What follows belongs to an exercise in optimizing a design on an open flow for small area, a short achievable clock period and few clock cycles per item; a production flow would make more cautious choices. Only simulation tests tie the RTL to the original design; equivalence was not proved.

## run 1
## sawtooth_tone_fir_generator
module sawtooth_tone_fir_generator #(
  parameter int TAPS       = stfir_pkg::TAPS_DEF,
  parameter int BLINK_HALF = stfir_pkg::BLINK_HALF_DEF
) (
  input  logic                                 clk,
  input  logic                                 rst_n,
  input  logic                                 cfg_we,
  input  logic [stfir_pkg::CFG_IDX_W-1:0]      cfg_index,
  input  logic [stfir_pkg::CFG_DATA_W-1:0]     cfg_wdata,
  input  logic                                 in_valid,
  output logic                                 in_stall,
  input  logic                                 in_slot_tick,
  output logic                                 out_valid,
  input  logic                                 out_stall,
  output logic signed [stfir_pkg::SAMPLE_W-1:0] out_sample_out,
  output logic                                 out_led_on
);
  localparam int CNT_W = $clog2(2 * BLINK_HALF);
  localparam logic [CNT_W:0] HALF_C = (CNT_W + 1)'(BLINK_HALF);
  localparam logic [CNT_W:0] FULL_C = (CNT_W + 1)'(2 * BLINK_HALF);
  localparam int PW = 22;
  localparam int EW = PW + 1;
  function automatic logic [23:0] booth_of(input logic [AMP_W-1:0] v);
    logic [16:0] x;
    logic [7:0]  one, two, neg;
    x = {1'b0, v, 1'b0};
    for (int j = 0; j < 8; j++) begin
  ...
For scale: roughly 5700 cells after synthesis, roughly 48 I/O pins.
==> flow/config.mk <==
export PLATFORM = sky130hd
export DESIGN_NAME = sawtooth_tone_fir_generator
export DESIGN_NICKNAME = sawtooth_tone_fir_generator
export VERILOG_FILES = /design/flow/design.v
export SDC_FILE = /design/flow/constraint.sdc
export NUM_CORES = 4
export LEC_CHECK = 0
export ABC_CLOCK_PERIOD_IN_PS = 3500
export CAP_MARGIN = 20
export CORE_MARGIN = 2
export CORE_UTILIZATION = 50
export CTS_BUF_LIST = sky130_fd_sc_hd__clkbuf_4 sky130_fd_sc_hd__clkbuf_8
export SETUP_SLACK_MARGIN = 5
export SLEW_MARGIN = 20
==> flow/constraint.sdc <==
create_clock -name core_clock -period 8.5 [get_ports {clk}]
set_input_delay 1.7000 -clock core_clock [delete_from_list [all_inputs] [get_ports {clk}]]
set_output_delay 1.7000 -clock core_clock [all_outputs]
set_load 0.01 [all_outputs]
standard.sh (not shown) runs the stock make flow with config.mk's settings and CLKGATE_MAP_FILE= SYNTH_SCRIPT=/design/flow/synth_recipe.tcl, a recipe that flattens the netlist after the stock synthesis.
==> flow/flow/run.sh <==
#!/bin/bash
# Standard layout, with one netlist clean-up between synthesis and floorplan:
# flow/fixinv.py removes inverters around full-adder cells (see its header).
# Each tool's output goes to a log file of its own in this folder.
set -euo pipefail
R=orfs/results/${FLOW_PLATFORM}/sawtooth_tone_fir_generator/base
bash standard.sh synth > flow_synth.log 2>&1
cp "$R/1_2_yosys.v" yosys_before_fixinv.v
python3 flow/fixinv.py "$R/1_2_yosys.v" > flow_fixinv.log 2>&1
rm -f "$R/1_synth.odb" "$R/1_synth.sdc"
bash standard.sh finish > flow_finish.log 2>&1
Other scripts of this flow, unchanged in this note and not shown: flow/flow/fixinv.py
Testbench counts of run 1, summed over its fixed seeds: cycles 8,031, items 8,000.
diff inputs: run 1 => run 2
# run 1
export LEC_CHECK = 0
export ABC_CLOCK_PERIOD_IN_PS = 3500
export CAP_MARGIN = 20
export CORE_MARGIN = 2
export CORE_UTILIZATION = 50
export CTS_BUF_LIST = sky130_fd_sc_hd__clkbuf_4 sky130_fd_sc_hd__clkbuf_8
export SETUP_SLACK_MARGIN = 5
export SLEW_MARGIN = 20
create_clock -name core_clock -period 8.5 [get_ports {clk}]
# run 2
export LEC_CHECK = 0
export ABC_CLOCK_PERIOD_IN_PS = 3500
export CAP_MARGIN = 20
export CORE_MARGIN = 2
export CORE_UTILIZATION = 65
export SETUP_SLACK_MARGIN = 5
export SLEW_MARGIN = 20
create_clock -name core_clock -period 8.5 [get_ports {clk}]
--- outcome ---
- | cell depth of the worst flop-to-flop path | run 2 vs run 1 | 1 lower |
- Compared with run 1, in run 2 count of clock-buffer cells in the layout down 94, vias per cell up 7.6%, fraction of standard cell area in multi-input logic up 0.51 points.
- Looking at worst clock skew across both flows, run 2 is the stronger of the two, with run 1 trailing.
- What run 1 reported for area of the die has to be multiplied by 0.77 to get the figure for run 2.
- Cell row count, run 2 vs run 1: down by more than 10%
- What run 2 reported for count of placed standard cells including taps has to be multiplied by 1.05 to get the figure for run 1.
- Run 2: utilization higher than run 1
diff inputs: run 2 => run 3
# run 2
export LEC_CHECK = 0
export ABC_CLOCK_PERIOD_IN_PS = 3500
export CAP_MARGIN = 20
export CORE_MARGIN = 2
export CORE_UTILIZATION = 65
export SETUP_SLACK_MARGIN = 5
export SLEW_MARGIN = 20
create_clock -name core_clock -period 8.5 [get_ports {clk}]
# run 3
export LEC_CHECK = 0
export ABC_CLOCK_PERIOD_IN_PS = 3500
export CAP_MARGIN = 20
export CORE_MARGIN = 2
export CORE_UTILIZATION = 50
export SETUP_SLACK_MARGIN = 4.5
export SLEW_MARGIN = 20
create_clock -name core_clock -period 8.5 [get_ports {clk}]
[summary]
- Cmp run 3 vs run 2: part of the cycle the worst path needs higher in run 3
- Cmp run 2 and run 3 / critical path depth / higher: run 3
- On first-pass GRT wire length, run 3 does worse than run 2.
- Relative to run 2, the post-route worst hold slack of run 3 is higher by 0.0034 ns.
- Run 3 supports a lower top clock frequency than run 2.
- Cmp run 3 vs run 2: clock-buffer cell count higher in run 3
- The area of combinational cells with multiple inputs reported for run 3 is smaller than that of run 2 by about 2%.
- Compared with run 2, run 3 shows a higher share of cell area taken by flip-flops and latches.
- Higher number of cells on the worst reg-to-reg path was reported by run 3, not run 2.
- Cells: run 3 has more instances than run 2
Modified inputs, run 4 compared to run 3
# run 3
export LEC_CHECK = 0
export ABC_CLOCK_PERIOD_IN_PS = 3500
export CAP_MARGIN = 20
export CORE_MARGIN = 2
export CORE_UTILIZATION = 50
export SETUP_SLACK_MARGIN = 4.5
export SLEW_MARGIN = 20
create_clock -name core_clock -period 8.5 [get_ports {clk}]
# run 4
export LEC_CHECK = 0
export ABC_AREA = 1
export CAP_MARGIN = 20
export CORE_MARGIN = 2
export CORE_UTILIZATION = 50
export SETUP_SLACK_MARGIN = 5
export SLEW_MARGIN = 20
create_clock -name core_clock -period 8.5 [get_ports {clk}]
==> comparison <==
Run 4 ended with every stage complete and zero timing, DRC or antenna violations.
Compared with run 3, area after synthesis in run 4 increased slightly.
Run 4 vs run 3: total of plain and repair buffers excluding clock buffers up by more than half
NOTE post-layout instance area run 3->run 4 increased by a few percent
Diff run 4 and run 3: setup slack higher in run 4
Input changes introduced in run 5 (baseline for comparison: run 4):
# run 4
export LEC_CHECK = 0
export ABC_AREA = 1
export CAP_MARGIN = 20
export CORE_MARGIN = 2
export CORE_UTILIZATION = 50
export SETUP_SLACK_MARGIN = 5
export SLEW_MARGIN = 20
create_clock -name core_clock -period 8.5 [get_ports {clk}]
# run 5
export LEC_CHECK = 0
export ABC_CLOCK_PERIOD_IN_PS = 2000
export CAP_MARGIN = 20
export CORE_MARGIN = 2
export CORE_UTILIZATION = 50
export SETUP_SLACK_MARGIN = 5
export SLEW_MARGIN = 20
create_clock -name core_clock -period 8.5 [get_ports {clk}]
Findings:
Run 5 finished every stage and its layout cleared the timing, design-rule and antenna checks. Min die area across run 5 and run 4: run 5. Number of cell instances on the worst register-to-register path (higher): run 5. The lower post-route worst hold slack of run 5 and run 4 is in run 5. Run 5 gives more growth of design area from synthesis to finish than run 4 did.

## port drivers added, routing unchanged
In the flow no input, the clock included, has a driving cell. The finished layouts below were timed again as built, in two steps.
Step 1 (the two cells are an assumption about what drives the block):
set clk [get_ports {clk}]
set_driving_cell -lib_cell sky130_fd_sc_hd__clkbuf_16 $clk
set_driving_cell -lib_cell sky130_fd_sc_hd__buf_2 [delete_from_list [all_inputs] $clk]
Step 2, shift: input delay + t, output delay - t, t = (earliest + latest rising clock arrival at the registers) / 2. This alone moves slack from input paths to output paths.
Three values: ideal, step 1, step 2; two values: the first two.
| run | t (ns) | setup slack, ns | clock arrival spread, ns | slew at the worst register clock pin (ns) | pins driven straight from the clock port |
|---|---|---|---|---|---|
| run 1 | 0.864 | 4.923 / 4.923 / 4.301 | 0.055 / 0.056 | 0.07 / 0.07 | 1 |
| run 2 | 0.704 | 4.938 / 4.938 / 4.512 | 0.030 / 0.029 | 0.06 / 0.06 | 1 |
| run 3 | 0.750 | 4.584 / 4.584 / 4.035 | 0.025 / 0.025 | 0.07 / 0.07 | 1 |
| run 4 | 0.741 | 5.032 / 5.032 / 4.472 | 0.037 / 0.038 | 0.07 / 0.07 | 1 |
| run 5 | 0.729 | 4.923 / 4.923 / 4.352 | 0.029 / 0.028 | 0.06 / 0.06 | 1 |
After both steps setup and hold are still met in every run listed. For run 1, which loses most, drivers alone change the setup slack by 0.000 ns; drivers and shift together by -0.622 ns.
